Source: an optimization exercise on an open RTL-to-GDS flow (aim: small area, a short achievable clock period and few clock cycles). Production flows keep margins and buffers that such runs may drop.
No functional check of the RTL was part of any run shown here.
Power and IR drop assume default switching activity.

<file path="flow/design.v">
package fft_pkg;
	localparam int N_POINTS = 16;
	localparam int ADDR_W = 4;
	localparam int PAIR_W = 3;
	localparam int LEVEL_W = 2;
	localparam int DATA_W = 16;
	localparam int TW_FRAC = 14;
	typedef logic signed [DATA_W-1:0] sample_t;
	typedef logic [ADDR_W-1:0] addr_t;
	typedef logic [PAIR_W-1:0] pair_t;
	typedef logic [LEVEL_W-1:0] level_t;
endpackage
`timescale 1ns/1ps
module pair_sequencer
(
	input logic clk,
	input logic reset,
	input logic start,
	input fft_pkg::level_t level,
	input logic wr_last,
	output logic busy,
	output logic done,
	output logic rs_start,
	output logic rs_valid,
	output logic rs_last,
	output logic rs_bypass,
	output logic [2:0] rs_ri0,
	output logic [2:0] rs_ri1,
	output logic rs_swap,
	output fft_pkg::pair_t rs_k,
	output logic [1:0] rs_start_sel
);
	logic run;
	logic start_acc;
	fft_pkg::level_t lvl, lvl_eff;
	fft_pkg::pair_t pc, pc_next;
	fft_pkg::pair_t mask;
	fft_pkg::addr_t ea, oa;
	logic [2:0] ri0_q, ri1_q;
	logic swap_q;
	fft_pkg::pair_t k_q;
	assign start_acc = start && !busy && !reset;
	assign lvl_eff = run ? lvl : level;
	assign pc_next = run ? pc + 1'b1 : 3'd1;
	assign mask = fft_pkg::pair_t'(3'b111 >> lvl_eff);
	assign ea = {1'b0, pc_next & mask} | ({1'b0, pc_next & ~mask} << 1);
	assign oa = ea | (fft_pkg::addr_t'(8) >> lvl_eff);
	assign rs_start = start_acc;
	assign rs_valid = run || start_acc;
	assign rs_last = run && (pc == 3'd7);
	assign rs_bypass = run ? !lvl[1] : !level[1];
	assign rs_ri0 = ri0_q;
	assign rs_ri1 = ri1_q;
	assign rs_swap = swap_q;
	assign rs_k = run ? k_q : 3'd0;
	assign rs_start_sel = level;
	assign done = wr_last;
	always_ff @(posedge clk)
	begin
		if (reset)
		begin
			run <= 1'b0;
			busy <= 1'b0;
			pc <= '0;
		end
		else
		begin
			if (start_acc)
			begin
				run <= 1'b1;
				busy <= 1'b1;
				pc <= 3'd1;
			end
			else if (run)
			begin
				pc <= pc + 1'b1;
				if (pc == 3'd7) run <= 1'b0;
			end
			if (wr_last) busy <= 1'b0;
		end
	end
	always_ff @(posedge clk)
	begin
		if (start_acc) lvl <= level;
		swap_q <= ^ea;
		ri0_q <= (^ea) ? oa[2:0] : ea[2:0];
		ri1_q <= (^ea) ? ea[2:0] : oa[2:0];
		k_q <= pc_next & ~mask;
	end
endmodule
`timescale 1ns/1ps
module sample_buffer
(
	input logic clk,
	input logic [2:0] ri0,
	input logic [2:0] ri1,
	input logic [1:0] start_sel,
	output logic [31:0] rd0,
	output logic [31:0] rd1,
	output logic [31:0] x0_start,
	output logic [31:0] xs_start,
	input logic we0,
	input logic [2:0] wi0,
	input logic [31:0] wd0,
	input logic we1,
	input logic [2:0] wi1,
	input logic [31:0] wd1,
	input fft_pkg::addr_t rd_addr,
	output fft_pkg::sample_t rd_real,
	output fft_pkg::sample_t rd_imag
);
	logic [31:0] bank0 [0:7];
	logic [31:0] bank1 [0:7];
	assign rd0 = bank0[ri0];
	assign rd1 = bank1[ri1];
	assign x0_start = bank0[0];
	always_comb
	begin
		case (start_sel)
			2'd0: xs_start = bank1[0];
			2'd1: xs_start = bank1[4];
			2'd2: xs_start = bank1[2];
			default: xs_start = bank1[1];
		endcase
	end
	always_ff @(posedge clk)
	begin
		if (^rd_addr)
			{rd_real, rd_imag} <= bank1[rd_addr[2:0]];
		else
			{rd_real, rd_imag} <= bank0[rd_addr[2:0]];
	end
	always_ff @(posedge clk)
	begin
		if (we0) bank0[wi0] <= wd0;
		if (we1) bank1[wi1] <= wd1;
	end
endmodule
`timescale 1ns/1ps
module butterfly
(
	input logic clk,
	input logic reset,
	input logic rs_start,
	input logic rs_valid,
	input logic rs_last,
	input logic rs_bypass,
	input logic [2:0] rs_ri0,
	input logic [2:0] rs_ri1,
	input logic rs_swap,
	input fft_pkg::pair_t rs_k,
	input fft_pkg::level_t rs_level,
	input logic [31:0] rd0,
	input logic [31:0] rd1,
	input logic [31:0] x0_start,
	input logic [31:0] xs_start,
	output logic wr_valid,
	output logic wr_last,
	output logic [2:0] wi0,
	output logic [31:0] wd0,
	output logic [2:0] wi1,
	output logic [31:0] wd1
);
	logic [31:0] xe_n, xo_n, xe_r, xo_r;
	logic signed [16:0] xr_n, xi_n, ua, ub;
	logic [2:0] r_wi0, r_wi1;
	logic r_swap;
	assign xe_n = rs_swap ? rd1 : rd0;
	assign xo_n = rs_swap ? rd0 : rd1;
	assign xe_r = rs_start ? x0_start : xe_n;
	assign xo_r = rs_start ? xs_start : xo_n;
	assign xr_n = {xo_n[31], xo_n[31:16]};
	assign xi_n = {xo_n[15], xo_n[15:0]};
	assign ua = xr_n + xi_n;
	assign ub = xi_n - xr_n;
	assign r_wi0 = rs_start ? 3'd0 : rs_ri0;
	assign r_wi1 = rs_start ? {rs_level == 2'd1, rs_level == 2'd2, rs_level == 2'd3} : rs_ri1;
	assign r_swap = rs_start ? 1'b0 : rs_swap;
	logic [11:0] r_g;
	logic r_w2, r_sa, r_sb, r_ta;
	fft_pkg::pair_t k;
	assign k = rs_k;
	assign r_w2 = (k[1:0] == 2'b10);
	assign r_sa = (k == 3'd0) || (k == 3'd1) || (k == 3'd7);
	assign r_sb = (k == 3'd3) || (k == 3'd4) || (k == 3'd5);
	assign r_ta = (k == 3'd1) || (k == 3'd7);
	always_comb
	begin
		if (k[0]) r_g = 12'b0111_1111_1111;
		else if (r_w2) r_g = 12'b1010_0011_0101;
		else r_g = 12'b0000_0010_0000;
	end
	logic m_valid, m_last;
	logic [2:0] m_wi0, m_wi1;
	logic m_swap;
	logic [31:0] m_xe;
	logic [15:0] m_xr, m_xi;
	logic [16:0] m_ure, m_uim;
	logic [11:0] m_g;
	logic m_w2, m_sa, m_sb, m_ta, m_tb;
	logic m_re_nc, m_re_ns, m_im_nc, m_im_ns, m_im_ne;
	always_ff @(posedge clk)
	begin
		if (reset)
		begin
			m_valid <= 1'b0;
			m_last <= 1'b0;
		end
		else
		begin
			m_valid <= rs_valid && !rs_bypass;
			m_last <= rs_valid && !rs_bypass && rs_last;
		end
	end
	always_ff @(posedge clk)
	begin
		m_wi0 <= r_wi0;
		m_wi1 <= r_wi1;
		m_swap <= r_swap;
		m_xe <= xe_r;
		m_xr <= xo_r[31:16];
		m_xi <= xo_r[15:0];
		m_ure <= k[2] ? ub : ua;
		m_uim <= k[2] ? ua : ub;
		m_g <= r_g;
		m_w2 <= r_w2;
		m_sa <= r_sa;
		m_sb <= r_sb;
		m_ta <= r_ta;
		m_tb <= !r_ta && !r_w2;
		m_re_nc <= (k == 3'd7);
		m_re_ns <= (k == 3'd5);
		m_im_nc <= (k >= 3'd3);
		m_im_ns <= (k == 3'd1) || (k >= 3'd5);
		m_im_ne <= (k == 3'd6);
	end
	logic [16:0] xr17, xi17;
	logic [16:0] re_c, re_s, im_c, im_s;
	assign xr17 = {m_xr[15], m_xr};
	assign xi17 = {m_xi[15], m_xi};
	assign re_c = ({17{m_sa}} & xr17) | ({17{m_sb}} & xi17) | ({17{m_w2}} & m_ure);
	assign re_s = ({17{m_ta}} & xi17) | ({17{m_tb}} & xr17) | ({17{m_w2}} & m_ure);
	assign im_c = ({17{m_sa}} & xi17) | ({17{m_sb}} & xr17) | ({17{m_w2}} & m_uim);
	assign im_s = ({17{m_ta}} & xr17) | ({17{m_tb}} & xi17) | ({17{m_w2}} & m_uim);
	logic [15:0] re_h1, re_h2, im_h1, im_h2;
	logic [13:0] re_l1, re_l2, im_l1, im_l2;
	tw_tree u_re
	(
		.opc(re_c), .ops(re_s), .ope(m_ure), .nc(m_re_nc), .ns(m_re_ns), .ne(1'b0),
		.g(m_g), .h1(re_h1), .h2(re_h2), .l1(re_l1), .l2(re_l2)
	);
	tw_tree u_im
	(
		.opc(im_c), .ops(im_s), .ope(m_uim), .nc(m_im_nc), .ns(m_im_ns), .ne(m_im_ne),
		.g(m_g), .h1(im_h1), .h2(im_h2), .l1(im_l1), .l2(im_l2)
	);
	logic [2:0] w_wi0, w_wi1;
	logic w_swap, w_byp, w_cx;
	logic [31:0] w_xe;
	logic [15:0] w_re_h1, w_re_h2, w_im_h1, w_im_h2;
	logic [13:0] w_re_l1, w_re_l2, w_im_l1, w_im_l2;
	logic bp_k4;
	assign bp_k4 = k[2];
	always_ff @(posedge clk)
	begin
		if (reset)
		begin
			wr_valid <= 1'b0;
			wr_last <= 1'b0;
		end
		else
		begin
			wr_valid <= m_valid || (rs_valid && rs_bypass);
			wr_last <= m_last || (rs_valid && rs_bypass && rs_last);
		end
	end
	always_ff @(posedge clk)
	begin
		if (m_valid)
		begin
			w_byp <= 1'b0;
			w_cx <= 1'b0;
			w_wi0 <= m_wi0;
			w_wi1 <= m_wi1;
			w_swap <= m_swap;
			w_xe <= m_xe;
			w_re_h1 <= re_h1;
			w_re_h2 <= re_h2;
			w_im_h1 <= im_h1;
			w_im_h2 <= im_h2;
		end
		else
		begin
			w_byp <= 1'b1;
			w_cx <= bp_k4;
			w_wi0 <= r_wi0;
			w_wi1 <= r_wi1;
			w_swap <= r_swap;
			w_xe <= xe_r;
			w_re_h1 <= bp_k4 ? xo_r[15:0] : xo_r[31:16];
			w_re_h2 <= '0;
			w_im_h1 <= bp_k4 ? ~xo_r[31:16] : xo_r[15:0];
			w_im_h2 <= '0;
		end
		w_re_l1 <= re_l1;
		w_re_l2 <= re_l2;
		w_im_l1 <= im_l1;
		w_im_l2 <= im_l2;
	end
	logic [14:0] re_lo, im_lo;
	logic re_c14, im_c14;
	logic [15:0] ye_re, ye_im, yo_re, yo_im;
	assign re_lo = {1'b0, w_re_l1} + {1'b0, w_re_l2};
	assign im_lo = {1'b0, w_im_l1} + {1'b0, w_im_l2};
	assign re_c14 = w_byp ? 1'b0 : re_lo[14];
	assign im_c14 = w_byp ? w_cx : im_lo[14];
	assign ye_re = w_xe[31:16] + w_re_h1 + w_re_h2 + {15'd0, re_c14};
	assign ye_im = w_xe[15:0] + w_im_h1 + w_im_h2 + {15'd0, im_c14};
	assign yo_re = w_xe[31:16] - w_re_h1 - w_re_h2 - {15'd0, re_c14};
	assign yo_im = w_xe[15:0] - w_im_h1 - w_im_h2 - {15'd0, im_c14};
	assign wi0 = w_wi0;
	assign wi1 = w_wi1;
	assign wd0 = w_swap ? {yo_re, yo_im} : {ye_re, ye_im};
	assign wd1 = w_swap ? {ye_re, ye_im} : {yo_re, yo_im};
endmodule
module tw_tree
(
	input logic [16:0] opc, ops, ope,
	input logic nc, ns, ne,
	input logic [11:0] g,
	output logic [15:0] h1, h2,
	output logic [13:0] l1, l2
);
	wire r0_n = g[0] & (nc);
	wire [16:0] r0_w = opc ^ {17{nc}};
	wire r0_b0 = g[0] & r0_w[0];
	wire r0_b1 = g[0] & r0_w[1];
	wire r0_b2 = g[0] & r0_w[2];
	wire r0_b3 = g[0] & r0_w[3];
	wire r0_b4 = g[0] & r0_w[4];
	wire r0_b5 = g[0] & r0_w[5];
	wire r0_b6 = g[0] & r0_w[6];
	wire r0_b7 = g[0] & r0_w[7];
	wire r0_b8 = g[0] & r0_w[8];
	wire r0_b9 = g[0] & r0_w[9];
	wire r0_b10 = g[0] & r0_w[10];
	wire r0_b11 = g[0] & r0_w[11];
	wire r0_b12 = g[0] & r0_w[12];
	wire r0_b13 = g[0] & r0_w[13];
	wire r0_b14 = g[0] & r0_w[14];
	wire r0_b15 = g[0] & r0_w[15];
	wire r0_b16 = ~(g[0] & r0_w[16]);
	wire r1_n = g[1] & (nc);
	wire [16:0] r1_w = opc ^ {17{nc}};
	wire r1_b0 = g[1] & r1_w[0];
	wire r1_b1 = g[1] & r1_w[1];
	wire r1_b2 = g[1] & r1_w[2];
	wire r1_b3 = g[1] & r1_w[3];
	wire r1_b4 = g[1] & r1_w[4];
	wire r1_b5 = g[1] & r1_w[5];
	wire r1_b6 = g[1] & r1_w[6];
	wire r1_b7 = g[1] & r1_w[7];
	wire r1_b8 = g[1] & r1_w[8];
	wire r1_b9 = g[1] & r1_w[9];
	wire r1_b10 = g[1] & r1_w[10];
	wire r1_b11 = g[1] & r1_w[11];
	wire r1_b12 = g[1] & r1_w[12];
	wire r1_b13 = g[1] & r1_w[13];
	wire r1_b14 = g[1] & r1_w[14];
	wire r1_b15 = g[1] & r1_w[15];
	wire r1_b16 = ~(g[1] & r1_w[16]);
	wire r2_n = g[2] & (nc);
	wire [16:0] r2_w = opc ^ {17{nc}};
	wire r2_b0 = g[2] & r2_w[0];
	wire r2_b1 = g[2] & r2_w[1];
	wire r2_b2 = g[2] & r2_w[2];
	wire r2_b3 = g[2] & r2_w[3];
	wire r2_b4 = g[2] & r2_w[4];
	wire r2_b5 = g[2] & r2_w[5];
	wire r2_b6 = g[2] & r2_w[6];
	wire r2_b7 = g[2] & r2_w[7];
	wire r2_b8 = g[2] & r2_w[8];
	wire r2_b9 = g[2] & r2_w[9];
	wire r2_b10 = g[2] & r2_w[10];
	wire r2_b11 = g[2] & r2_w[11];
	wire r2_b12 = g[2] & r2_w[12];
	wire r2_b13 = g[2] & r2_w[13];
	wire r2_b14 = g[2] & r2_w[14];
	wire r2_b15 = g[2] & r2_w[15];
	wire r2_b16 = ~(g[2] & r2_w[16]);
	wire r3_n = g[3] & (~nc);
	wire [16:0] r3_w = opc ^ {17{~nc}};
	wire r3_b0 = g[3] & r3_w[0];
	wire r3_b1 = g[3] & r3_w[1];
	wire r3_b2 = g[3] & r3_w[2];
	wire r3_b3 = g[3] & r3_w[3];
	wire r3_b4 = g[3] & r3_w[4];
	wire r3_b5 = g[3] & r3_w[5];
	wire r3_b6 = g[3] & r3_w[6];
	wire r3_b7 = g[3] & r3_w[7];
	wire r3_b8 = g[3] & r3_w[8];
	wire r3_b9 = g[3] & r3_w[9];
	wire r3_b10 = g[3] & r3_w[10];
	wire r3_b11 = g[3] & r3_w[11];
	wire r3_b12 = g[3] & r3_w[12];
	wire r3_b13 = g[3] & r3_w[13];
	wire r3_b14 = g[3] & r3_w[14];
	wire r3_b15 = g[3] & r3_w[15];
	wire r3_b16 = ~(g[3] & r3_w[16]);
	wire r4_n = g[4] & (~nc);
	wire [16:0] r4_w = opc ^ {17{~nc}};
	wire r4_b0 = g[4] & r4_w[0];
	wire r4_b1 = g[4] & r4_w[1];
	wire r4_b2 = g[4] & r4_w[2];
	wire r4_b3 = g[4] & r4_w[3];
	wire r4_b4 = g[4] & r4_w[4];
	wire r4_b5 = g[4] & r4_w[5];
	wire r4_b6 = g[4] & r4_w[6];
	wire r4_b7 = g[4] & r4_w[7];
	wire r4_b8 = g[4] & r4_w[8];
	wire r4_b9 = g[4] & r4_w[9];
	wire r4_b10 = g[4] & r4_w[10];
	wire r4_b11 = g[4] & r4_w[11];
	wire r4_b12 = g[4] & r4_w[12];
	wire r4_b13 = g[4] & r4_w[13];
	wire r4_b14 = g[4] & r4_w[14];
	wire r4_b15 = g[4] & r4_w[15];
	wire r4_b16 = ~(g[4] & r4_w[16]);
	wire r5_n = g[5] & (nc);
	wire [16:0] r5_w = opc ^ {17{nc}};
	wire r5_b0 = g[5] & r5_w[0];
	wire r5_b1 = g[5] & r5_w[1];
	wire r5_b2 = g[5] & r5_w[2];
	wire r5_b3 = g[5] & r5_w[3];
	wire r5_b4 = g[5] & r5_w[4];
	wire r5_b5 = g[5] & r5_w[5];
	wire r5_b6 = g[5] & r5_w[6];
	wire r5_b7 = g[5] & r5_w[7];
	wire r5_b8 = g[5] & r5_w[8];
	wire r5_b9 = g[5] & r5_w[9];
	wire r5_b10 = g[5] & r5_w[10];
	wire r5_b11 = g[5] & r5_w[11];
	wire r5_b12 = g[5] & r5_w[12];
	wire r5_b13 = g[5] & r5_w[13];
	wire r5_b14 = g[5] & r5_w[14];
	wire r5_b15 = g[5] & r5_w[15];
	wire r6_n = g[6] & (~ns);
	wire [16:0] r6_w = ops ^ {17{~ns}};
	wire r6_b0 = g[6] & r6_w[0];
	wire r6_b1 = g[6] & r6_w[1];
	wire r6_b2 = g[6] & r6_w[2];
	wire r6_b3 = g[6] & r6_w[3];
	wire r6_b4 = g[6] & r6_w[4];
	wire r6_b5 = g[6] & r6_w[5];
	wire r6_b6 = g[6] & r6_w[6];
	wire r6_b7 = g[6] & r6_w[7];
	wire r6_b8 = g[6] & r6_w[8];
	wire r6_b9 = g[6] & r6_w[9];
	wire r6_b10 = g[6] & r6_w[10];
	wire r6_b11 = g[6] & r6_w[11];
	wire r6_b12 = g[6] & r6_w[12];
	wire r6_b13 = g[6] & r6_w[13];
	wire r6_b14 = g[6] & r6_w[14];
	wire r6_b15 = g[6] & r6_w[15];
	wire r6_b16 = ~(g[6] & r6_w[16]);
	wire r7_n = g[7] & (ns);
	wire [16:0] r7_w = ops ^ {17{ns}};
	wire r7_b0 = g[7] & r7_w[0];
	wire r7_b1 = g[7] & r7_w[1];
	wire r7_b2 = g[7] & r7_w[2];
	wire r7_b3 = g[7] & r7_w[3];
	wire r7_b4 = g[7] & r7_w[4];
	wire r7_b5 = g[7] & r7_w[5];
	wire r7_b6 = g[7] & r7_w[6];
	wire r7_b7 = g[7] & r7_w[7];
	wire r7_b8 = g[7] & r7_w[8];
	wire r7_b9 = g[7] & r7_w[9];
	wire r7_b10 = g[7] & r7_w[10];
	wire r7_b11 = g[7] & r7_w[11];
	wire r7_b12 = g[7] & r7_w[12];
	wire r7_b13 = g[7] & r7_w[13];
	wire r7_b14 = g[7] & r7_w[14];
	wire r7_b15 = g[7] & r7_w[15];
	wire r7_b16 = ~(g[7] & r7_w[16]);
	wire r8_n = g[8] & (ns);
	wire [16:0] r8_w = ops ^ {17{ns}};
	wire r8_b0 = g[8] & r8_w[0];
	wire r8_b1 = g[8] & r8_w[1];
	wire r8_b2 = g[8] & r8_w[2];
	wire r8_b3 = g[8] & r8_w[3];
	wire r8_b4 = g[8] & r8_w[4];
	wire r8_b5 = g[8] & r8_w[5];
	wire r8_b6 = g[8] & r8_w[6];
	wire r8_b7 = g[8] & r8_w[7];
	wire r8_b8 = g[8] & r8_w[8];
	wire r8_b9 = g[8] & r8_w[9];
	wire r8_b10 = g[8] & r8_w[10];
	wire r8_b11 = g[8] & r8_w[11];
	wire r8_b12 = g[8] & r8_w[12];
	wire r8_b13 = g[8] & r8_w[13];
	wire r8_b14 = g[8] & r8_w[14];
	wire r8_b15 = g[8] & r8_w[15];
	wire r8_b16 = ~(g[8] & r8_w[16]);
	wire r9_n = g[9] & (~ns);
	wire [16:0] r9_w = ops ^ {17{~ns}};
	wire r9_b0 = g[9] & r9_w[0];
	wire r9_b1 = g[9] & r9_w[1];
	wire r9_b2 = g[9] & r9_w[2];
	wire r9_b3 = g[9] & r9_w[3];
	wire r9_b4 = g[9] & r9_w[4];
	wire r9_b5 = g[9] & r9_w[5];
	wire r9_b6 = g[9] & r9_w[6];
	wire r9_b7 = g[9] & r9_w[7];
	wire r9_b8 = g[9] & r9_w[8];
	wire r9_b9 = g[9] & r9_w[9];
	wire r9_b10 = g[9] & r9_w[10];
	wire r9_b11 = g[9] & r9_w[11];
	wire r9_b12 = g[9] & r9_w[12];
	wire r9_b13 = g[9] & r9_w[13];
	wire r9_b14 = g[9] & r9_w[14];
	wire r9_b15 = g[9] & r9_w[15];
	wire r9_b16 = ~(g[9] & r9_w[16]);
	wire r10_n = g[10] & (ns);
	wire [16:0] r10_w = ops ^ {17{ns}};
	wire r10_b0 = g[10] & r10_w[0];
	wire r10_b1 = g[10] & r10_w[1];
	wire r10_b2 = g[10] & r10_w[2];
	wire r10_b3 = g[10] & r10_w[3];
	wire r10_b4 = g[10] & r10_w[4];
	wire r10_b5 = g[10] & r10_w[5];
	wire r10_b6 = g[10] & r10_w[6];
	wire r10_b7 = g[10] & r10_w[7];
	wire r10_b8 = g[10] & r10_w[8];
	wire r10_b9 = g[10] & r10_w[9];
	wire r10_b10 = g[10] & r10_w[10];
	wire r10_b11 = g[10] & r10_w[11];
	wire r10_b12 = g[10] & r10_w[12];
	wire r10_b13 = g[10] & r10_w[13];
	wire r10_b14 = g[10] & r10_w[14];
	wire r10_b15 = g[10] & r10_w[15];
	wire r10_b16 = ~(g[10] & r10_w[16]);
	wire r11_n = g[11] & (ne);
	wire [16:0] r11_w = ope ^ {17{ne}};
	wire r11_b0 = g[11] & r11_w[0];
	wire r11_b1 = g[11] & r11_w[1];
	wire r11_b2 = g[11] & r11_w[2];
	wire r11_b3 = g[11] & r11_w[3];
	wire r11_b4 = g[11] & r11_w[4];
	wire r11_b5 = g[11] & r11_w[5];
	wire r11_b6 = g[11] & r11_w[6];
	wire r11_b7 = g[11] & r11_w[7];
	wire r11_b8 = g[11] & r11_w[8];
	wire r11_b9 = g[11] & r11_w[9];
	wire r11_b10 = g[11] & r11_w[10];
	wire r11_b11 = g[11] & r11_w[11];
	wire r11_b12 = g[11] & r11_w[12];
	wire r11_b13 = g[11] & r11_w[13];
	wire r11_b14 = g[11] & r11_w[14];
	wire r11_b15 = g[11] & r11_w[15];
	wire r11_b16 = ~(g[11] & r11_w[16]);
	wire t1 = r0_b11 ^ r1_b6;
	wire t2 = r0_b11 & r1_b6;
	wire t3 = r0_b12 ^ r1_b7 ^ r2_b4;
	wire t4 = (r0_b12 & r1_b7) | (r0_b12 & r2_b4) | (r1_b7 & r2_b4);
	wire t5 = r3_b3 ^ r4_b2;
	wire t6 = r3_b3 & r4_b2;
	wire t7 = r0_b13 ^ r1_b8 ^ r2_b5;
	wire t8 = (r0_b13 & r1_b8) | (r0_b13 & r2_b5) | (r1_b8 & r2_b5);
	wire t9 = r3_b4 ^ r4_b3 ^ r6_b12;
	wire t10 = (r3_b4 & r4_b3) | (r3_b4 & r6_b12) | (r4_b3 & r6_b12);
	wire t11 = r7_b6 ^ r8_b2;
	wire t12 = r7_b6 & r8_b2;
	wire t13 = r0_b14 ^ r1_b9 ^ r2_b6;
	wire t14 = (r0_b14 & r1_b9) | (r0_b14 & r2_b6) | (r1_b9 & r2_b6);
	wire t15 = r3_b5 ^ r4_b4 ^ r5_b0;
	wire t16 = (r3_b5 & r4_b4) | (r3_b5 & r5_b0) | (r4_b4 & r5_b0);
	wire t17 = r5_n ^ r6_b13 ^ r7_b7;
	wire t18 = (r5_n & r6_b13) | (r5_n & r7_b7) | (r6_b13 & r7_b7);
	wire t19 = r8_b3 ^ r9_b2;
	wire t20 = r8_b3 & r9_b2;
	wire t21 = r0_b15 ^ r1_b10 ^ r2_b7;
	wire t22 = (r0_b15 & r1_b10) | (r0_b15 & r2_b7) | (r1_b10 & r2_b7);
	wire t23 = r3_b6 ^ r4_b5 ^ r5_b1;
	wire t24 = (r3_b6 & r4_b5) | (r3_b6 & r5_b1) | (r4_b5 & r5_b1);
	wire t25 = r6_b14 ^ r7_b8 ^ r8_b4;
	wire t26 = (r6_b14 & r7_b8) | (r6_b14 & r8_b4) | (r7_b8 & r8_b4);
	wire t27 = r9_b3 ^ r10_b2;
	wire t28 = r9_b3 & r10_b2;
	wire t29 = r0_b16 ^ r1_b11 ^ r2_b8;
	wire t30 = (r0_b16 & r1_b11) | (r0_b16 & r2_b8) | (r1_b11 & r2_b8);
	wire t31 = r3_b7 ^ r4_b6 ^ r5_b2;
	wire t32 = (r3_b7 & r4_b6) | (r3_b7 & r5_b2) | (r4_b6 & r5_b2);
	wire t33 = r6_b15 ^ r7_b9 ^ r8_b5;
	wire t34 = (r6_b15 & r7_b9) | (r6_b15 & r8_b5) | (r7_b9 & r8_b5);
	wire t35 = r9_b4 ^ r10_b3 ^ r11_b10;
	wire t36 = (r9_b4 & r10_b3) | (r9_b4 & r11_b10) | (r10_b3 & r11_b10);
	wire t37 = r1_b12 ^ r2_b9 ^ r3_b8;
	wire t38 = (r1_b12 & r2_b9) | (r1_b12 & r3_b8) | (r2_b9 & r3_b8);
	wire t39 = r4_b7 ^ r5_b3 ^ r6_b16;
	wire t40 = (r4_b7 & r5_b3) | (r4_b7 & r6_b16) | (r5_b3 & r6_b16);
	wire t41 = r7_b10 ^ r8_b6 ^ r9_b5;
	wire t42 = (r7_b10 & r8_b6) | (r7_b10 & r9_b5) | (r8_b6 & r9_b5);
	wire t43 = r1_b13 ^ r2_b10 ^ r3_b9;
	wire t44 = (r1_b13 & r2_b10) | (r1_b13 & r3_b9) | (r2_b10 & r3_b9);
	wire t45 = r4_b8 ^ r5_b4 ^ r7_b11;
	wire t46 = (r4_b8 & r5_b4) | (r4_b8 & r7_b11) | (r5_b4 & r7_b11);
	wire t47 = r8_b7 ^ r9_b6;
	wire t48 = r8_b7 & r9_b6;
	wire t49 = r1_b14 ^ r2_b11 ^ r3_b10;
	wire t50 = (r1_b14 & r2_b11) | (r1_b14 & r3_b10) | (r2_b11 & r3_b10);
	wire t51 = r4_b9 ^ r5_b5 ^ r7_b12;
	wire t52 = (r4_b9 & r5_b5) | (r4_b9 & r7_b12) | (r5_b5 & r7_b12);
	wire t53 = r8_b8 ^ r9_b7;
	wire t54 = r8_b8 & r9_b7;
	wire t55 = r1_b15 ^ r2_b12 ^ r3_b11;
	wire t56 = (r1_b15 & r2_b12) | (r1_b15 & r3_b11) | (r2_b12 & r3_b11);
	wire t57 = r4_b10 ^ r5_b6 ^ r7_b13;
	wire t58 = (r4_b10 & r5_b6) | (r4_b10 & r7_b13) | (r5_b6 & r7_b13);
	wire t59 = r8_b9 ^ r9_b8;
	wire t60 = r8_b9 & r9_b8;
	wire t61 = r1_b16 ^ r2_b13 ^ r3_b12;
	wire t62 = (r1_b16 & r2_b13) | (r1_b16 & r3_b12) | (r2_b13 & r3_b12);
	wire t63 = r4_b11 ^ r5_b7 ^ r7_b14;
	wire t64 = (r4_b11 & r5_b7) | (r4_b11 & r7_b14) | (r5_b7 & r7_b14);
	wire t65 = r2_b14 ^ r3_b13 ^ r4_b12;
	wire t66 = (r2_b14 & r3_b13) | (r2_b14 & r4_b12) | (r3_b13 & r4_b12);
	wire t67 = r0_b8 ^ r1_b3;
	wire t68 = r0_b8 & r1_b3;
	wire t69 = r0_b9 ^ r1_b4 ^ r2_b1;
	wire t70 = (r0_b9 & r1_b4) | (r0_b9 & r2_b1) | (r1_b4 & r2_b1);
	wire t71 = r3_b0 ^ r3_n;
	wire t72 = r3_b0 & r3_n;
	wire t73 = r0_b10 ^ r1_b5 ^ r2_b2;
	wire t74 = (r0_b10 & r1_b5) | (r0_b10 & r2_b2) | (r1_b5 & r2_b2);
	wire t75 = r3_b1 ^ r4_b0 ^ r4_n;
	wire t76 = (r3_b1 & r4_b0) | (r3_b1 & r4_n) | (r4_b0 & r4_n);
	wire t77 = r6_b9 ^ r7_b3;
	wire t78 = r6_b9 & r7_b3;
	wire t79 = t1 ^ r2_b3 ^ r3_b2;
	wire t80 = (t1 & r2_b3) | (t1 & r3_b2) | (r2_b3 & r3_b2);
	wire t81 = r4_b1 ^ r6_b10 ^ r7_b4;
	wire t82 = (r4_b1 & r6_b10) | (r4_b1 & r7_b4) | (r6_b10 & r7_b4);
	wire t83 = r8_b0 ^ r8_n ^ r11_b5;
	wire t84 = (r8_b0 & r8_n) | (r8_b0 & r11_b5) | (r8_n & r11_b5);
	wire t85 = t2 ^ t3 ^ t5;
	wire t86 = (t2 & t3) | (t2 & t5) | (t3 & t5);
	wire t87 = r6_b11 ^ r7_b5 ^ r8_b1;
	wire t88 = (r6_b11 & r7_b5) | (r6_b11 & r8_b1) | (r7_b5 & r8_b1);
	wire t89 = r9_b0 ^ r9_n ^ r11_b6;
	wire t90 = (r9_b0 & r9_n) | (r9_b0 & r11_b6) | (r9_n & r11_b6);
	wire t91 = t4 ^ t6 ^ t7;
	wire t92 = (t4 & t6) | (t4 & t7) | (t6 & t7);
	wire t93 = t9 ^ t11 ^ r9_b1;
	wire t94 = (t9 & t11) | (t9 & r9_b1) | (t11 & r9_b1);
	wire t95 = r10_b0 ^ r10_n ^ r11_b7;
	wire t96 = (r10_b0 & r10_n) | (r10_b0 & r11_b7) | (r10_n & r11_b7);
	wire t97 = t8 ^ t10 ^ t12;
	wire t98 = (t8 & t10) | (t8 & t12) | (t10 & t12);
	wire t99 = t13 ^ t15 ^ t17;
	wire t100 = (t13 & t15) | (t13 & t17) | (t15 & t17);
	wire t101 = t19 ^ r10_b1 ^ r11_b8;
	wire t102 = (t19 & r10_b1) | (t19 & r11_b8) | (r10_b1 & r11_b8);
	wire t103 = t14 ^ t16 ^ t18;
	wire t104 = (t14 & t16) | (t14 & t18) | (t16 & t18);
	wire t105 = t20 ^ t21 ^ t23;
	wire t106 = (t20 & t21) | (t20 & t23) | (t21 & t23);
	wire t107 = t25 ^ t27 ^ r11_b9;
	wire t108 = (t25 & t27) | (t25 & r11_b9) | (t27 & r11_b9);
	wire t109 = t22 ^ t24 ^ t26;
	wire t110 = (t22 & t24) | (t22 & t26) | (t24 & t26);
	wire t111 = t28 ^ t29 ^ t31;
	wire t112 = (t28 & t29) | (t28 & t31) | (t29 & t31);
	wire t113 = t33 ^ t35 ^ 1'b1;
	wire t114 = (t33 & t35) | (t33 & 1'b1) | (t35 & 1'b1);
	wire t115 = t30 ^ t32 ^ t34;
	wire t116 = (t30 & t32) | (t30 & t34) | (t32 & t34);
	wire t117 = t36 ^ t37 ^ t39;
	wire t118 = (t36 & t37) | (t36 & t39) | (t37 & t39);
	wire t119 = t41 ^ r10_b4 ^ r11_b11;
	wire t120 = (t41 & r10_b4) | (t41 & r11_b11) | (r10_b4 & r11_b11);
	wire t121 = t38 ^ t40 ^ t42;
	wire t122 = (t38 & t40) | (t38 & t42) | (t40 & t42);
	wire t123 = t43 ^ t45 ^ t47;
	wire t124 = (t43 & t45) | (t43 & t47) | (t45 & t47);
	wire t125 = r10_b5 ^ r11_b12 ^ 1'b1;
	wire t126 = (r10_b5 & r11_b12) | (r10_b5 & 1'b1) | (r11_b12 & 1'b1);
	wire t127 = t44 ^ t46 ^ t48;
	wire t128 = (t44 & t46) | (t44 & t48) | (t46 & t48);
	wire t129 = t49 ^ t51 ^ t53;
	wire t130 = (t49 & t51) | (t49 & t53) | (t51 & t53);
	wire t131 = r10_b6 ^ r11_b13 ^ 1'b1;
	wire t132 = (r10_b6 & r11_b13) | (r10_b6 & 1'b1) | (r11_b13 & 1'b1);
	wire t133 = t50 ^ t52 ^ t54;
	wire t134 = (t50 & t52) | (t50 & t54) | (t52 & t54);
	wire t135 = t55 ^ t57 ^ t59;
	wire t136 = (t55 & t57) | (t55 & t59) | (t57 & t59);
	wire t137 = r10_b7 ^ r11_b14 ^ 1'b1;
	wire t138 = (r10_b7 & r11_b14) | (r10_b7 & 1'b1) | (r11_b14 & 1'b1);
	wire t139 = t56 ^ t58 ^ t60;
	wire t140 = (t56 & t58) | (t56 & t60) | (t58 & t60);
	wire t141 = t61 ^ t63 ^ r8_b10;
	wire t142 = (t61 & t63) | (t61 & r8_b10) | (t63 & r8_b10);
	wire t143 = r9_b9 ^ r10_b8 ^ r11_b15;
	wire t144 = (r9_b9 & r10_b8) | (r9_b9 & r11_b15) | (r10_b8 & r11_b15);
	wire t145 = t62 ^ t64 ^ t65;
	wire t146 = (t62 & t64) | (t62 & t65) | (t64 & t65);
	wire t147 = r5_b8 ^ r7_b15 ^ r8_b11;
	wire t148 = (r5_b8 & r7_b15) | (r5_b8 & r8_b11) | (r7_b15 & r8_b11);
	wire t149 = r9_b10 ^ r10_b9 ^ r11_b16;
	wire t150 = (r9_b10 & r10_b9) | (r9_b10 & r11_b16) | (r10_b9 & r11_b16);
	wire t151 = t66 ^ r2_b15 ^ r3_b14;
	wire t152 = (t66 & r2_b15) | (t66 & r3_b14) | (r2_b15 & r3_b14);
	wire t153 = r4_b13 ^ r5_b9 ^ r7_b16;
	wire t154 = (r4_b13 & r5_b9) | (r4_b13 & r7_b16) | (r5_b9 & r7_b16);
	wire t155 = r8_b12 ^ r9_b11 ^ r10_b10;
	wire t156 = (r8_b12 & r9_b11) | (r8_b12 & r10_b10) | (r9_b11 & r10_b10);
	wire t157 = r2_b16 ^ r3_b15 ^ r4_b14;
	wire t158 = (r2_b16 & r3_b15) | (r2_b16 & r4_b14) | (r3_b15 & r4_b14);
	wire t159 = r5_b10 ^ r8_b13 ^ r9_b12;
	wire t160 = (r5_b10 & r8_b13) | (r5_b10 & r9_b12) | (r8_b13 & r9_b12);
	wire t161 = r3_b16 ^ r4_b15 ^ r5_b11;
	wire t162 = (r3_b16 & r4_b15) | (r3_b16 & r5_b11) | (r4_b15 & r5_b11);
	wire t163 = r0_b6 ^ r1_b1;
	wire t164 = r0_b6 & r1_b1;
	wire t165 = r0_b7 ^ r1_b2 ^ r6_b6;
	wire t166 = (r0_b7 & r1_b2) | (r0_b7 & r6_b6) | (r1_b2 & r6_b6);
	wire t167 = r7_b0 ^ r7_n;
	wire t168 = r7_b0 & r7_n;
	wire t169 = t67 ^ r2_b0 ^ r2_n;
	wire t170 = (t67 & r2_b0) | (t67 & r2_n) | (r2_b0 & r2_n);
	wire t171 = r6_b7 ^ r7_b1 ^ r11_b2;
	wire t172 = (r6_b7 & r7_b1) | (r6_b7 & r11_b2) | (r7_b1 & r11_b2);
	wire t173 = t68 ^ t69 ^ t71;
	wire t174 = (t68 & t69) | (t68 & t71) | (t69 & t71);
	wire t175 = r6_b8 ^ r7_b2 ^ r11_b3;
	wire t176 = (r6_b8 & r7_b2) | (r6_b8 & r11_b3) | (r7_b2 & r11_b3);
	wire t177 = t70 ^ t72 ^ t73;
	wire t178 = (t70 & t72) | (t70 & t73) | (t72 & t73);
	wire t179 = t75 ^ t77 ^ r11_b4;
	wire t180 = (t75 & t77) | (t75 & r11_b4) | (t77 & r11_b4);
	wire t181 = t74 ^ t76 ^ t78;
	wire t182 = (t74 & t76) | (t74 & t78) | (t76 & t78);
	wire t183 = t79 ^ t81 ^ t83;
	wire t184 = (t79 & t81) | (t79 & t83) | (t81 & t83);
	wire t185 = t80 ^ t82 ^ t84;
	wire t186 = (t80 & t82) | (t80 & t84) | (t82 & t84);
	wire t187 = t85 ^ t87 ^ t89;
	wire t188 = (t85 & t87) | (t85 & t89) | (t87 & t89);
	wire t189 = t86 ^ t88 ^ t90;
	wire t190 = (t86 & t88) | (t86 & t90) | (t88 & t90);
	wire t191 = t91 ^ t93 ^ t95;
	wire t192 = (t91 & t93) | (t91 & t95) | (t93 & t95);
	wire t193 = t92 ^ t94 ^ t96;
	wire t194 = (t92 & t94) | (t92 & t96) | (t94 & t96);
	wire t195 = t97 ^ t99 ^ t101;
	wire t196 = (t97 & t99) | (t97 & t101) | (t99 & t101);
	wire t197 = t98 ^ t100 ^ t102;
	wire t198 = (t98 & t100) | (t98 & t102) | (t100 & t102);
	wire t199 = t103 ^ t105 ^ t107;
	wire t200 = (t103 & t105) | (t103 & t107) | (t105 & t107);
	wire t201 = t104 ^ t106 ^ t108;
	wire t202 = (t104 & t106) | (t104 & t108) | (t106 & t108);
	wire t203 = t109 ^ t111 ^ t113;
	wire t204 = (t109 & t111) | (t109 & t113) | (t111 & t113);
	wire t205 = t110 ^ t112 ^ t114;
	wire t206 = (t110 & t112) | (t110 & t114) | (t112 & t114);
	wire t207 = t115 ^ t117 ^ t119;
	wire t208 = (t115 & t117) | (t115 & t119) | (t117 & t119);
	wire t209 = t116 ^ t118 ^ t120;
	wire t210 = (t116 & t118) | (t116 & t120) | (t118 & t120);
	wire t211 = t121 ^ t123 ^ t125;
	wire t212 = (t121 & t123) | (t121 & t125) | (t123 & t125);
	wire t213 = t122 ^ t124 ^ t126;
	wire t214 = (t122 & t124) | (t122 & t126) | (t124 & t126);
	wire t215 = t127 ^ t129 ^ t131;
	wire t216 = (t127 & t129) | (t127 & t131) | (t129 & t131);
	wire t217 = t128 ^ t130 ^ t132;
	wire t218 = (t128 & t130) | (t128 & t132) | (t130 & t132);
	wire t219 = t133 ^ t135 ^ t137;
	wire t220 = (t133 & t135) | (t133 & t137) | (t135 & t137);
	wire t221 = t134 ^ t136 ^ t138;
	wire t222 = (t134 & t136) | (t134 & t138) | (t136 & t138);
	wire t223 = t139 ^ t141 ^ t143;
	wire t224 = (t139 & t141) | (t139 & t143) | (t141 & t143);
	wire t225 = t140 ^ t142 ^ t144;
	wire t226 = (t140 & t142) | (t140 & t144) | (t142 & t144);
	wire t227 = t145 ^ t147 ^ t149;
	wire t228 = (t145 & t147) | (t145 & t149) | (t147 & t149);
	wire t229 = t146 ^ t148 ^ t150;
	wire t230 = (t146 & t148) | (t146 & t150) | (t148 & t150);
	wire t231 = t151 ^ t153 ^ t155;
	wire t232 = (t151 & t153) | (t151 & t155) | (t153 & t155);
	wire t233 = t152 ^ t154 ^ t156;
	wire t234 = (t152 & t154) | (t152 & t156) | (t154 & t156);
	wire t235 = t157 ^ t159 ^ r10_b11;
	wire t236 = (t157 & t159) | (t157 & r10_b11) | (t159 & r10_b11);
	wire t237 = t158 ^ t160 ^ t161;
	wire t238 = (t158 & t160) | (t158 & t161) | (t160 & t161);
	wire t239 = r8_b14 ^ r9_b13 ^ r10_b12;
	wire t240 = (r8_b14 & r9_b13) | (r8_b14 & r10_b12) | (r9_b13 & r10_b12);
	wire t241 = t162 ^ r4_b16 ^ r5_b12;
	wire t242 = (t162 & r4_b16) | (t162 & r5_b12) | (r4_b16 & r5_b12);
	wire t243 = r8_b15 ^ r9_b14 ^ r10_b13;
	wire t244 = (r8_b15 & r9_b14) | (r8_b15 & r10_b13) | (r9_b14 & r10_b13);
	wire t245 = r5_b13 ^ r8_b16 ^ r9_b15;
	wire t246 = (r5_b13 & r8_b16) | (r5_b13 & r9_b15) | (r8_b16 & r9_b15);
	wire t247 = r0_b5 ^ r1_b0;
	wire t248 = r0_b5 & r1_b0;
	wire t249 = t163 ^ r6_b5 ^ r11_b0;
	wire t250 = (t163 & r6_b5) | (t163 & r11_b0) | (r6_b5 & r11_b0);
	wire t251 = t164 ^ t165 ^ t167;
	wire t252 = (t164 & t165) | (t164 & t167) | (t165 & t167);
	wire t253 = t166 ^ t168 ^ t169;
	wire t254 = (t166 & t168) | (t166 & t169) | (t168 & t169);
	wire t255 = t170 ^ t172 ^ t173;
	wire t256 = (t170 & t172) | (t170 & t173) | (t172 & t173);
	wire t257 = t174 ^ t176 ^ t177;
	wire t258 = (t174 & t176) | (t174 & t177) | (t176 & t177);
	wire t259 = t178 ^ t180 ^ t181;
	wire t260 = (t178 & t180) | (t178 & t181) | (t180 & t181);
	wire t261 = t182 ^ t184 ^ t185;
	wire t262 = (t182 & t184) | (t182 & t185) | (t184 & t185);
	wire t263 = t186 ^ t188 ^ t189;
	wire t264 = (t186 & t188) | (t186 & t189) | (t188 & t189);
	wire t265 = t190 ^ t192 ^ t193;
	wire t266 = (t190 & t192) | (t190 & t193) | (t192 & t193);
	wire t267 = t194 ^ t196 ^ t197;
	wire t268 = (t194 & t196) | (t194 & t197) | (t196 & t197);
	wire t269 = t198 ^ t200 ^ t201;
	wire t270 = (t198 & t200) | (t198 & t201) | (t200 & t201);
	wire t271 = t202 ^ t204 ^ t205;
	wire t272 = (t202 & t204) | (t202 & t205) | (t204 & t205);
	wire t273 = t206 ^ t208 ^ t209;
	wire t274 = (t206 & t208) | (t206 & t209) | (t208 & t209);
	wire t275 = t210 ^ t212 ^ t213;
	wire t276 = (t210 & t212) | (t210 & t213) | (t212 & t213);
	wire t277 = t214 ^ t216 ^ t217;
	wire t278 = (t214 & t216) | (t214 & t217) | (t216 & t217);
	wire t279 = t218 ^ t220 ^ t221;
	wire t280 = (t218 & t220) | (t218 & t221) | (t220 & t221);
	wire t281 = t222 ^ t224 ^ t225;
	wire t282 = (t222 & t224) | (t222 & t225) | (t224 & t225);
	wire t283 = t226 ^ t228 ^ t229;
	wire t284 = (t226 & t228) | (t226 & t229) | (t228 & t229);
	wire t285 = t230 ^ t232 ^ t233;
	wire t286 = (t230 & t232) | (t230 & t233) | (t232 & t233);
	wire t287 = t234 ^ t236 ^ t237;
	wire t288 = (t234 & t236) | (t234 & t237) | (t236 & t237);
	wire t289 = t238 ^ t240 ^ t241;
	wire t290 = (t238 & t240) | (t238 & t241) | (t240 & t241);
	wire t291 = t242 ^ t244 ^ t245;
	wire t292 = (t242 & t244) | (t242 & t245) | (t244 & t245);
	wire t293 = t246 ^ r5_b14 ^ r9_b16;
	wire t294 = (t246 & r5_b14) | (t246 & r9_b16) | (r5_b14 & r9_b16);
	wire t295 = r0_b1 ^ r6_b0;
	wire t296 = r0_b1 & r6_b0;
	wire t297 = r0_b2 ^ r6_b1;
	wire t298 = r0_b2 & r6_b1;
	wire t299 = r0_b3 ^ r6_b2;
	wire t300 = r0_b3 & r6_b2;
	wire t301 = r0_b4 ^ r6_b3;
	wire t302 = r0_b4 & r6_b3;
	wire t303 = t247 ^ r1_n ^ r6_b4;
	wire t304 = (t247 & r1_n) | (t247 & r6_b4) | (r1_n & r6_b4);
	wire t305 = t248 ^ t249 ^ r11_n;
	wire t306 = (t248 & t249) | (t248 & r11_n) | (t249 & r11_n);
	wire t307 = t250 ^ t251 ^ r11_b1;
	wire t308 = (t250 & t251) | (t250 & r11_b1) | (t251 & r11_b1);
	wire t309 = t252 ^ t253 ^ t171;
	wire t310 = (t252 & t253) | (t252 & t171) | (t253 & t171);
	wire t311 = t254 ^ t255 ^ t175;
	wire t312 = (t254 & t255) | (t254 & t175) | (t255 & t175);
	wire t313 = t256 ^ t257 ^ t179;
	wire t314 = (t256 & t257) | (t256 & t179) | (t257 & t179);
	wire t315 = t258 ^ t259 ^ t183;
	wire t316 = (t258 & t259) | (t258 & t183) | (t259 & t183);
	wire t317 = t260 ^ t261 ^ t187;
	wire t318 = (t260 & t261) | (t260 & t187) | (t261 & t187);
	wire t319 = t262 ^ t263 ^ t191;
	wire t320 = (t262 & t263) | (t262 & t191) | (t263 & t191);
	wire t321 = t264 ^ t265 ^ t195;
	wire t322 = (t264 & t265) | (t264 & t195) | (t265 & t195);
	wire t323 = t266 ^ t267 ^ t199;
	wire t324 = (t266 & t267) | (t266 & t199) | (t267 & t199);
	wire t325 = t268 ^ t269 ^ t203;
	wire t326 = (t268 & t269) | (t268 & t203) | (t269 & t203);
	wire t327 = t270 ^ t271 ^ t207;
	wire t328 = (t270 & t271) | (t270 & t207) | (t271 & t207);
	wire t329 = t272 ^ t273 ^ t211;
	wire t330 = (t272 & t273) | (t272 & t211) | (t273 & t211);
	wire t331 = t274 ^ t275 ^ t215;
	wire t332 = (t274 & t275) | (t274 & t215) | (t275 & t215);
	wire t333 = t276 ^ t277 ^ t219;
	wire t334 = (t276 & t277) | (t276 & t219) | (t277 & t219);
	wire t335 = t278 ^ t279 ^ t223;
	wire t336 = (t278 & t279) | (t278 & t223) | (t279 & t223);
	wire t337 = t280 ^ t281 ^ t227;
	wire t338 = (t280 & t281) | (t280 & t227) | (t281 & t227);
	wire t339 = t282 ^ t283 ^ t231;
	wire t340 = (t282 & t283) | (t282 & t231) | (t283 & t231);
	wire t341 = t284 ^ t285 ^ t235;
	wire t342 = (t284 & t285) | (t284 & t235) | (t285 & t235);
	wire t343 = t286 ^ t287 ^ t239;
	wire t344 = (t286 & t287) | (t286 & t239) | (t287 & t239);
	wire t345 = t288 ^ t289 ^ t243;
	wire t346 = (t288 & t289) | (t288 & t243) | (t289 & t243);
	wire t347 = t290 ^ t291 ^ r10_b14;
	wire t348 = (t290 & t291) | (t290 & r10_b14) | (t291 & r10_b14);
	wire t349 = t292 ^ t293 ^ r10_b15;
	wire t350 = (t292 & t293) | (t292 & r10_b15) | (t293 & r10_b15);
	wire t351 = t294 ^ r5_b15 ^ r10_b16;
	wire t352 = (t294 & r5_b15) | (t294 & r10_b16) | (r5_b15 & r10_b16);
	wire [29:0] v1 = {t350, t348, t346, t344, t342, t340, t338, t336, t334, t332, t330, t328, t326, t324, t322, t320, t318, t316, t314, t312, t310, t308, t306, t304, t302, t300, t298, t296, t295, r0_b0};
	wire [29:0] v2 = {t351, t349, t347, t345, t343, t341, t339, t337, t335, t333, t331, t329, t327, t325, t323, t321, t319, t317, t315, t313, t311, t309, t307, t305, t303, t301, t299, t297, r6_n, r0_n};
	assign h1 = v1[29:14];
	assign h2 = v2[29:14];
	assign l1 = v1[13:0];
	assign l2 = v2[13:0];
endmodule
`timescale 1ns/1ps
module fft_stage_top
(
	input logic clk,
	input logic reset,
	input logic start,
	input fft_pkg::level_t level,
	input logic load_en,
	input fft_pkg::addr_t load_addr,
	input fft_pkg::sample_t load_real,
	input fft_pkg::sample_t load_imag,
	input fft_pkg::addr_t rd_addr,
	output logic busy,
	output logic done,
	output fft_pkg::sample_t rd_real,
	output fft_pkg::sample_t rd_imag
);
	logic rs_start, rs_valid, rs_last, rs_bypass, rs_swap;
	logic [2:0] rs_ri0, rs_ri1;
	fft_pkg::pair_t rs_k;
	logic [1:0] rs_start_sel;
	logic [31:0] rd0, rd1, x0_start, xs_start;
	logic bf_we, bf_last;
	logic [2:0] bf_wi0, bf_wi1;
	logic [31:0] bf_wd0, bf_wd1;
	logic we0, we1;
	logic [2:0] wi0, wi1;
	logic [31:0] wd0, wd1;
	logic load_par;
	pair_sequencer u_seq
	(
		.clk(clk), .reset(reset), .start(start), .level(level), .wr_last(bf_last),
		.busy(busy), .done(done), .rs_start(rs_start), .rs_valid(rs_valid),
		.rs_last(rs_last), .rs_bypass(rs_bypass), .rs_ri0(rs_ri0), .rs_ri1(rs_ri1),
		.rs_swap(rs_swap), .rs_k(rs_k), .rs_start_sel(rs_start_sel)
	);
	butterfly u_bfly
	(
		.clk(clk), .reset(reset), .rs_start(rs_start), .rs_valid(rs_valid),
		.rs_last(rs_last), .rs_bypass(rs_bypass), .rs_ri0(rs_ri0), .rs_ri1(rs_ri1),
		.rs_swap(rs_swap), .rs_k(rs_k), .rs_level(rs_start_sel),
		.rd0(rd0), .rd1(rd1), .x0_start(x0_start), .xs_start(xs_start),
		.wr_valid(bf_we), .wr_last(bf_last),
		.wi0(bf_wi0), .wd0(bf_wd0), .wi1(bf_wi1), .wd1(bf_wd1)
	);
	assign load_par = ^load_addr;
	assign we0 = bf_we || (load_en && !load_par);
	assign we1 = bf_we || (load_en && load_par);
	assign wi0 = bf_we ? bf_wi0 : load_addr[2:0];
	assign wi1 = bf_we ? bf_wi1 : load_addr[2:0];
	assign wd0 = bf_we ? bf_wd0 : {load_real, load_imag};
	assign wd1 = bf_we ? bf_wd1 : {load_real, load_imag};
	sample_buffer u_buf
	(
		.clk(clk), .ri0(rs_ri0), .ri1(rs_ri1), .start_sel(rs_start_sel),
		.rd0(rd0), .rd1(rd1), .x0_start(x0_start), .xs_start(xs_start),
		.we0(we0), .wi0(wi0), .wd0(wd0), .we1(we1), .wi1(wi1), .wd1(wd1),
		.rd_addr(rd_addr), .rd_real(rd_real), .rd_imag(rd_imag)
	);
endmodule
</file>
<file path="flow/run.sh">
#!/bin/bash
# synth_recipe.tcl (not shown) runs the flow's synth.tcl, then flattens the netlist and writes it again
# the make line also repeats each setting of config.mk as NAME=value (left out here)
make -C /OpenROAD-flow-scripts/flow DESIGN_CONFIG=/design/flow/config.mk WORK_HOME=/design/flow/orfs CLKGATE_MAP_FILE= SYNTH_SCRIPT=/design/flow/synth_recipe.tcl finish
</file>
<file path="flow/config.mk">
export PLATFORM = sky130hd
export DESIGN_NAME = fft_stage_top
export DESIGN_NICKNAME = fft_stage_top
export VERILOG_FILES = /design/flow/design.v
export SDC_FILE = /design/flow/constraint.sdc
export NUM_CORES = 4
export LEC_CHECK = 0
export CAP_MARGIN = 20
export CORE_MARGIN = 2
export CORE_UTILIZATION = 50
export SETUP_SLACK_MARGIN = 4.5
export SLEW_MARGIN = 20
</file>
<file path="flow/constraint.sdc">
create_clock -name core_clock -period 8.5 [get_ports {clk}]
set_input_delay 1.7000 -clock core_clock [delete_from_list [all_inputs] [get_ports {clk}]]
set_output_delay 1.7000 -clock core_clock [all_outputs]
set_load 0.01 [all_outputs]
</file>
==> summary.txt, run 1 <==
* Status: timing/DRC/antenna clean
* GRT Total Usage at 0.3273
* Worst Skew at between 0.05 and 0.06 ns
* Synth cell types at 77
* Leakage Power at approximately 25 nW
* Setup crit start kind: flop
* Num rows at 120
* Worst-path clk slew at roughly 0.060 ns
* Largest family of logic cells by synthesized area: adder cells
* Fin cells at 6149
* Final WL at approximately 180000 µm
* Mux cell area share after synthesis at 0.1708
* Compound-Gate Fraction of Synth Area at 0.07825
* DR vias at around 38000
* Max Slew Vio Count at 0
* Most common cell on crit path: fa_2
* Total gr overflow at 0
* Setup TNS at 0 ns
* Multi-input logic area at between 30000 and 40000 µm²
* Power density over cell area at roughly 360 nW/µm²
* Post-Synth XOR/XNOR Area at 0.02907
* Worst Path Required at a little over 9 ns
* RSZ-0062 raised after global routing: true
* Worst-Margin Slew at a little over 1 ns
* FF+latch count, synth at between 800 and 900
* Cells after DPL at 5716
* Slowest cell on crit path: fa_2
* CTS tree: done
* Post-synth EDFFs at ~510
* Simple-Gate Fraction of Synth Area at 0.07218
* Worst-skew pair later-pin latency at just over 0.7 ns
* Clock tree buffer depth at 3
* Post-DP HPWL at between 100000 and 150000 µm
* Relative slew slack at 0.3089
* Endpoints failing hold at 0
* Max-cap violation count at 0
* Inserted Clock Buffers at 94
* Fin util at 0.6102
* DRT iter0 DRCs at about 4700
* Cells along the critical path: buf_12 -> buf_16 -> a222oi_1 -> xnor2_1 -> buf_4 -> buf_6 -> nor2_2 -> fa_2 -> inv_2 -> fa_2 -> fa_2 -> fa_2 -> inv_2 -> fa_2 -> mux2_2
* FFs w/ async S/R, synth at 0
* Final min period at approximately 4.5 ns
* Synth Instances at between 4000 and 5000
* Largest net degree at the start of global routing at 84
* Synth Area in Adders at 0.1892
* Die Height at around 330 µm
* Max Clk Rate at about 220 MHz
* Syn_area_per_cell at 12.35 µm²
* Syn Nets at roughly 5000
* Most frequent cells in the layout: edfxtp_1, inv_1, nand2_1, mux4_2, dfxtp_1
* Area Overhead vs Synth at 20.94%
* DRT Pass-1 Iters at 6
* HP Class: reg -> reg
* Initial Util at 0.5045
* Max incr delay on CP at a little under 0.6 ns
* Max VDD drop at 0.2985 mV
* Vias in the first global route at ~38000
* Avg WL per Cell at roughly 30 µm
* Root buffer cell: clkbuf_16
* Mapped cell area at 54010 µm²
* Number of fill cells at 8389
* Via density at roughly 6.2
* Setup-failing EPs final at 0
* Layout Nets at between 5000 and 6000
* Die W at roughly 330 µm
* RD Place Congestion at about 1.0
* Final antenna-violating net count at 0
* CTS H-Tree Depth at 3
* Core footprint at ~110000 µm²
* Initial antenna violation count at 6
* Synthesis Warnings at 3
* Drc violations at 0
* Critical Path Sink Type: flop
* Sequential cell area fraction in the yosys report at 0.4077
* Tot Pwr at approximately 0.023 W
* CTS sink cnt at 843
* Tcrit/Tclk final at 0.5312
* Worst-path maximum fanout at 8
* DIE AREA at ~110000 µm²
* First-pass GRT wire length at 262200 µm
* Num ports at 80
* Count of input and output buffers at ~80
* WS Path Type: reg -> reg
* Primary FF master, synth: edfxtp_1
* Ratio of cells with drive above 1 in the final layout at 0.3238
* Commonest non-fill, non-tap cell in the layout: edfxtp_1
* Critical Path AT at 5.07 ns
* Reg area at ~22000 µm²
[layer usage]
metal,share of wire,track usage,up-vias
li1,-,-,16140
met2,0.46,0.5104,2048
met1,0.39,0.4499,19540
met5,0.00012,0,-
met4,0.051,0.1431,4
met3,0.10,0.06163,488
[worst max-delay path: cells and delay by family (launching register included)]
family / cells / cell delay [ns]
adder cells (fa/ha/maj): 5 / 2.34
buffers and inverters: 6 / 0.62
AO/OA/AOI/OAI: 1 / 0.48
flip-flops: 1 / 0.37
multiplexers: 1 / 0.28
XOR/XNOR: 1 / 0.27
AND/OR/NAND/NOR: 1 / 0.04
[sequential cells by signal, summed over array words and instances, names as in the netlist, 16 cells and up]
signal          count
u_bfly.m_xi        16
u_buf.bank0       256
u_bfly.m_ure       17
u_buf.rd_real      16
u_bfly.w_re_h2     16
u_buf.rd_imag      16
u_bfly.w_im_h2     16
u_bfly.m_uim       16
u_bfly.w_im_h1     16
u_buf.bank1       256
u_bfly.m_xe        32
u_bfly.w_re_h1     16
u_bfly.w_xe        32
u_bfly.m_xr        16
[where the power goes]
group / switching (W) / total (W) / internal (W)
Combinational: 0.00777 / 0.0132 / 0.00545
Clock: 0.00176 / 0.00418 / 0.00242
Sequential: 0.000600 / 0.00587 / 0.00527
[path summary, 6_finish.rpt]
check	start	endpoint	slack, ns	cells after the start
hold reg to reg	u_bfly.m_last$_SDFF_PP0_	u_bfly.wr_last$_SDFF_PP0_	0.45	2
setup / recovery	u_bfly.m_sb$_DFF_P_	u_bfly.w_im_h1[3]$_DFF_P_	3.98	15
setup reg to reg	u_bfly.m_sb$_DFF_P_	u_bfly.w_im_h1[3]$_DFF_P_	3.98	15
hold / removal	u_bfly.m_last$_SDFF_PP0_	u_bfly.wr_last$_SDFF_PP0_	0.45	2
[cell families after synthesis]
kind of cell / after synthesis
flops: 843
compound gates: 648
buf+inv: 730
xor+xnor: 176
fa+ha+maj: 594
mux: 509
simple gates: 872
[synth_stat cells (7+ instances only)]
cell / number / area (µm²)
a21oi_1: 168 / 840.8
mux2i_1: 99 / 991.0
or3_1: 7 / 43.79
and3_1: 11 / 68.82
o21ai_0: 192 / 960.9
clkbuf_1: 147 / 551.8
buf_1: 48 / 180.2
o211ai_1: 31 / 232.7
and2_1: 89 / 556.8
or2_2: 9 / 56.30
nand2b_1: 51 / 319.1
buf_4: 11 / 82.58
inv_1: 487 / 1828
mux4_2: 319 / 7184
o21a_1: 27 / 202.7
o31ai_1: 11 / 82.58
xor2_1: 46 / 402.9
a31oi_1: 10 / 62.56
nor3_1: 20 / 100.1
a21o_1: 30 / 225.2
a222oi_1: 60 / 600.6
dfxtp_1: 329 / 6586
buf_2: 26 / 130.1
nor2b_1: 19 / 118.9
edfxtp_1: 514 / 15430
ha_1: 223 / 2790
o221ai_1: 28 / 245.2
xnor2_1: 128 / 1121
nand2_1: 366 / 1374
nor2_1: 248 / 930.9
a221oi_1: 7 / 61.31
mux2_2: 87 / 979.7
a211oi_1: 24 / 180.2
nand4_1: 11 / 68.82
nand3_1: 21 / 105.1
o2111ai_1: 7 / 61.31
fa_1: 371 / 7427
[what timing repair did]
item | in CTS | in global routing
pin swaps | 271 | 194
setup buffers | 162 | 78
setup endpoints to repair | 655 | 571
hold buffers | 0 | 0
cloned | 9 | 3
hold endpoints to repair | 0 | 0
resized for setup | 555 | 243
[area by class of cell]
cell class                 instances  area share
timing repair buffer             432     0.06857
antenna                            3   0.0001149
clock inverter                    39    0.007413
tap                             1403     0.02687
inverter                         492     0.02873
timing repair inverter             1  0.00007662
sequential                       843      0.3378
clock buffer                     137     0.04153
multi-input combinational       2799      0.4888
[through the flow]
step | instance area, µm² | setup slack (ns) | hold slack (ns)
6_report | 65320 | 3.984 | 0.4467
5_1_grt | 65310 | 3.826 | 0.4704
4_1_cts | 63610 | 3.891 | 0.4444
3_5_place_dp | 56580 | 2.977 | 0.4297
3_3_place_gp | 56580 | 3.004 | 0.4234
2_1_floorplan | 54220 | 4.261 | 0.4056
==> inputs of run 2 (changes only) <==
--- a/flow/config.mk
+++ b/flow/config.mk
@@ -6,7 +6,8 @@
 export NUM_CORES = 4
 export LEC_CHECK = 0
+export ABC_CLOCK_PERIOD_IN_PS = 3500
 export CAP_MARGIN = 20
 export CORE_MARGIN = 2
 export CORE_UTILIZATION = 50
-export SETUP_SLACK_MARGIN = 4.5
+export SETUP_SLACK_MARGIN = 5
 export SLEW_MARGIN = 20
==> run 2 against run 1 <==
Still clean. Critical path depth increased by 4. Global-route usage increased by 1.8 points. Synthesized cell count unchanged. Non-clock buffer count increased by 84. Clock power about the same. Wire length increased by 5.5%. First-iteration DRC count increased by 6.9%. Total power increased by 8.8%. Sequential power increased by 1%. Critical endpoint is now u_buf.bank0[0][14]$_DFFE_PP_.
==> summary.txt, run 2 <==
* Most frequent cells in the layout: edfxtp_1, inv_1, mux4_2, nand2_1, dfxtp_1 (was edfxtp_1, inv_1, nand2_1, mux4_2, dfxtp_1)
* Worst-path maximum fanout at 8 (unchanged)
* Primary FF master, synth: edfxtp_1 (unchanged)
* Sequential share of power at 0.235 (was 0.252)
* Post-synth EDFFs at 514 (unchanged)
* Via density at 6.270 (was 6.215)
* Inserted Clock Buffers at 94 (unchanged)
* Critical Path Sink Type: flop (unchanged)
* RSZ-0062 raised after global routing: true (unchanged)
* Cells after DPL at 5723 (was 5716)
* Post-DP HPWL at 129900 µm (was 127000 µm)
* DIE AREA at 110700 µm² (unchanged)
* DR vias at 39080 (was 38220)
* HP Class: reg -> reg (unchanged)
* Area Overhead vs Synth at 25.42% (was 20.94%)
* CTS tree: done (unchanged)
* Synth cell types at 77 (unchanged)
* Max VDD drop at 0.3365 mV (was 0.2985 mV)
* Initial antenna violation count at 9 (was 6)
* GRT Total Usage at 0.3455 (was 0.3273)
* Switching share of power at 0.4407 (was 0.4355)
* FF+latch count, synth at 843 (unchanged)
* Core footprint at 107100 µm² (unchanged)
* Status: timing/DRC/antenna clean (unchanged)
* Post-synth top area share at 0.2858 (unchanged)
* Syn Nets at 5012 (unchanged)
* Area contributors post-synth: edfxtp_1, fa_1, mux4_2 (unchanged)
* Sequential cell area fraction in the yosys report at 0.4077 (unchanged)
* Largest family of logic cells by synthesized area: adder cells (unchanged)
* Cells along the critical path: ha_4 -> a31o_2 -> a21o_1 -> a211o_1 -> a21oi_2 -> o21ai_4 -> a221o_1 -> fa_1 -> fa_2 -> inv_2 -> fa_2 -> a211oi_4 -> o21ai_2 -> buf_4 -> nand2_2 -> a21oi_4 -> mux2i_1 -> o211ai_1 -> buf_4 (was buf_12 -> buf_16 -> a222oi_1 -> xnor2_1 -> buf_4 -> buf_6 -> nor2_2 -> fa_2 -> inv_2 -> fa_2 -> fa_2 -> fa_2 -> inv_2 -> fa_2 -> mux2_2)
* Worst-Margin Slew at 1.039 ns (was 1.026 ns)
* CTS sink cnt at 843 (unchanged)
* Count of input and output buffers at 79 (unchanged)
* Simple-Gate Fraction of Synth Area at 0.07218 (unchanged)
* Max incr delay on CP at 0.46 ns (was 0.59 ns)
* Drc violations at 0 (unchanged)
* Hold_buf cts at 0 (unchanged)
* Max Slew Vio Count at 0 (unchanged)
* Ratio of cells with drive above 1 in the final layout at 0.3777 (was 0.3238)
* Critical Path AT at 5.01 ns (was 5.07 ns)
* Worst-path clk slew at 0.06 ns (about the same)
* Slowest cell on crit path: fa_1 (was fa_2)
* Power density over cell area at 373.8 nW/µm² (was 356.4 nW/µm²)
* Max Clk Rate at 218.8 MHz (was 221.5 MHz)
* Internal power at 0.01416 W (was 0.01314 W)
* Max-cap violation count at 0 (unchanged)
* Mapped cell area at 54010 µm² (unchanged)
* First-pass GRT wire length at 274100 µm (was 262200 µm)
* Mux cell area share after synthesis at 0.1708 (unchanged)
* Clock share of power at 0.164 (was 0.180)
* DRT iter0 DRCs at 4974 (was 4652)
* Clock tree buffer depth at 3 (unchanged)
* Reg2Reg Setup Slack at 3.93 ns (was 3.98 ns)
* Layout Nets at 5386 (was 5303)
* Final min period at 4.571 ns (was 4.516 ns)
* Setup TNS at 0 ns (unchanged)
* Num rows at 120 (unchanged)
* FFs w/ async S/R, synth at 0 (unchanged)
* Commonest non-fill, non-tap cell in the layout: edfxtp_1 (unchanged)
* Setup crit start kind: flop (unchanged)
* Avg WL per Cell at 30.77 µm (was 29.57 µm)
* Setup-failing EPs final at 0 (unchanged)
* Synth Instances at 4372 (unchanged)
* Syn_area_per_cell at 12.35 µm² (unchanged)
* Synthesis Warnings at 3 (unchanged)
* Synth Area in Adders at 0.1892 (unchanged)
* Tcrit/Tclk final at 0.5377 (was 0.5312)
* Num ports at 80 (unchanged)
* CTS H-Tree Depth at 3 (unchanged)
* Fin cells at 6232 (was 6149)
* Endpoints failing hold at 0 (unchanged)
-- run 2: cell count changes in the layout (fill, tap and decap cells not counted), sizes merged --
cell and change:
buf +83, bufbuf -1, bufinv -1, clkbuf +1, clkinv -1, clkinvlp +3, diode -1
-- run 2: routing by layer --
| layer | track usage | wire length, µm | up-vias |
|---|---|---|---|
| met5 | 0 | 68 | - |
| met4 | 0.1535 | 10140 | 10 |
| met3 | 0.07871 | 20170 | 435 |
| met2 | 0.5309 | 87040 | 2095 |
| met1 | 0.4712 | 74360 | 20210 |
| li1 | - | - | 16330 |
-- run 2: power by group through the flow --
stage	logic, W	registers [W]	clock network, W
after CTS	0.0136	0.00590	0.00421
after global placement	0.0104	0.00601	0
after global routing	0.0162	0.00597	0.00436
after floorplan	0.00730	0.00565	0
final	0.0152	0.00595	0.00416
after detailed placement	0.0104	0.00601	0
-- run 2: stage by stage --
stage / util / power (W)
6_report: 0.6328 / 0.02532
3_5_place_dp: 0.5345 / 0.01641
5_1_grt: 0.6327 / 0.02650
3_3_place_gp: 0.5343 / 0.01640
2_1_floorplan: - / 0.01295
4_1_cts: 0.6145 / 0.02369
-- run 2: worst max-delay path: cells and delay by family, from the launching register on --
kind / cells / cell delay (ns)
compound gates: 10 / 1.90
fa+ha+maj: 4 / 1.31
buf+inv: 3 / 0.45
flops: 1 / 0.32
mux: 1 / 0.30
simple gates: 1 / 0.05
-- run 2: area by class of cell --
type                            instances  area [µm²]  share of cell area
Antenna cell                            2       5.005          0.00007388
Clock buffer                          136        2713             0.04004
Clock inverter                         41       452.9            0.006686
Inverter                              492        1883             0.02780
Multi-Input combinational cell       2799       33250              0.4909
Sequential cell                       843       22070              0.3259
Tap cell                             1403        1755             0.02591
Timing Repair Buffer                  516        5604             0.08273
-- run 2: final timing paths --
check	start	to	cells after the start
worst max-delay path	u_bfly.w_im_l1[1]$_DFF_P_	u_buf.bank0[0][14]$_DFFE_PP_	19
worst min register to register	u_bfly.m_swap$_DFF_P_	u_bfly.w_swap$_DFF_P_	2
worst min-delay path	u_bfly.m_swap$_DFF_P_	u_bfly.w_swap$_DFF_P_	2
worst max register to register	u_bfly.w_im_l1[1]$_DFF_P_	u_buf.bank0[0][14]$_DFFE_PP_	19
-- run 2: cells by family (layout without fill, tap and decap cells) --
logic type,after synthesis,count (layout)
simple gates,872,872
xor+xnor,176,176
flops,843,843
mux,509,509
buf+inv,730,1185
other cells,0,2
fa+ha+maj,594,594
compound gates,648,648
-- run 2: what timing repair did --
action / CTS / global route
hold endpoints to repair: 0 / 0
gates resized for setup: 709 / 291
endpoints found under the setup margin: 1214 / 1105
cloned: 9 / 4
buffers inserted: 231 / 86
pin swaps: 274 / 228

==> what the ideal ports hide <==
The results above use ideal ports. As a check the final layouts listed here were re-extracted and re-timed, cells and wires unchanged. Step 1 sets driving cells, clkbuf_16 on the clock port and buf_2 on the other inputs (assumed; they add their load-dependent delay and slew). Step 2, shift: input delay + t, output delay - t, t = (earliest + latest rising clock arrival at the registers) / 2. This alone moves slack from input paths to output paths. Slacks: ideal ports / drivers / drivers and shift; pairs: ideal ports / drivers.
run	shift t [ns]	slack for setup (ns)
run 1	0.759	3.984 / 3.984 / 3.758
run 2	0.763	3.929 / 3.929 / 3.929
After both steps setup and hold are still met in every run listed.
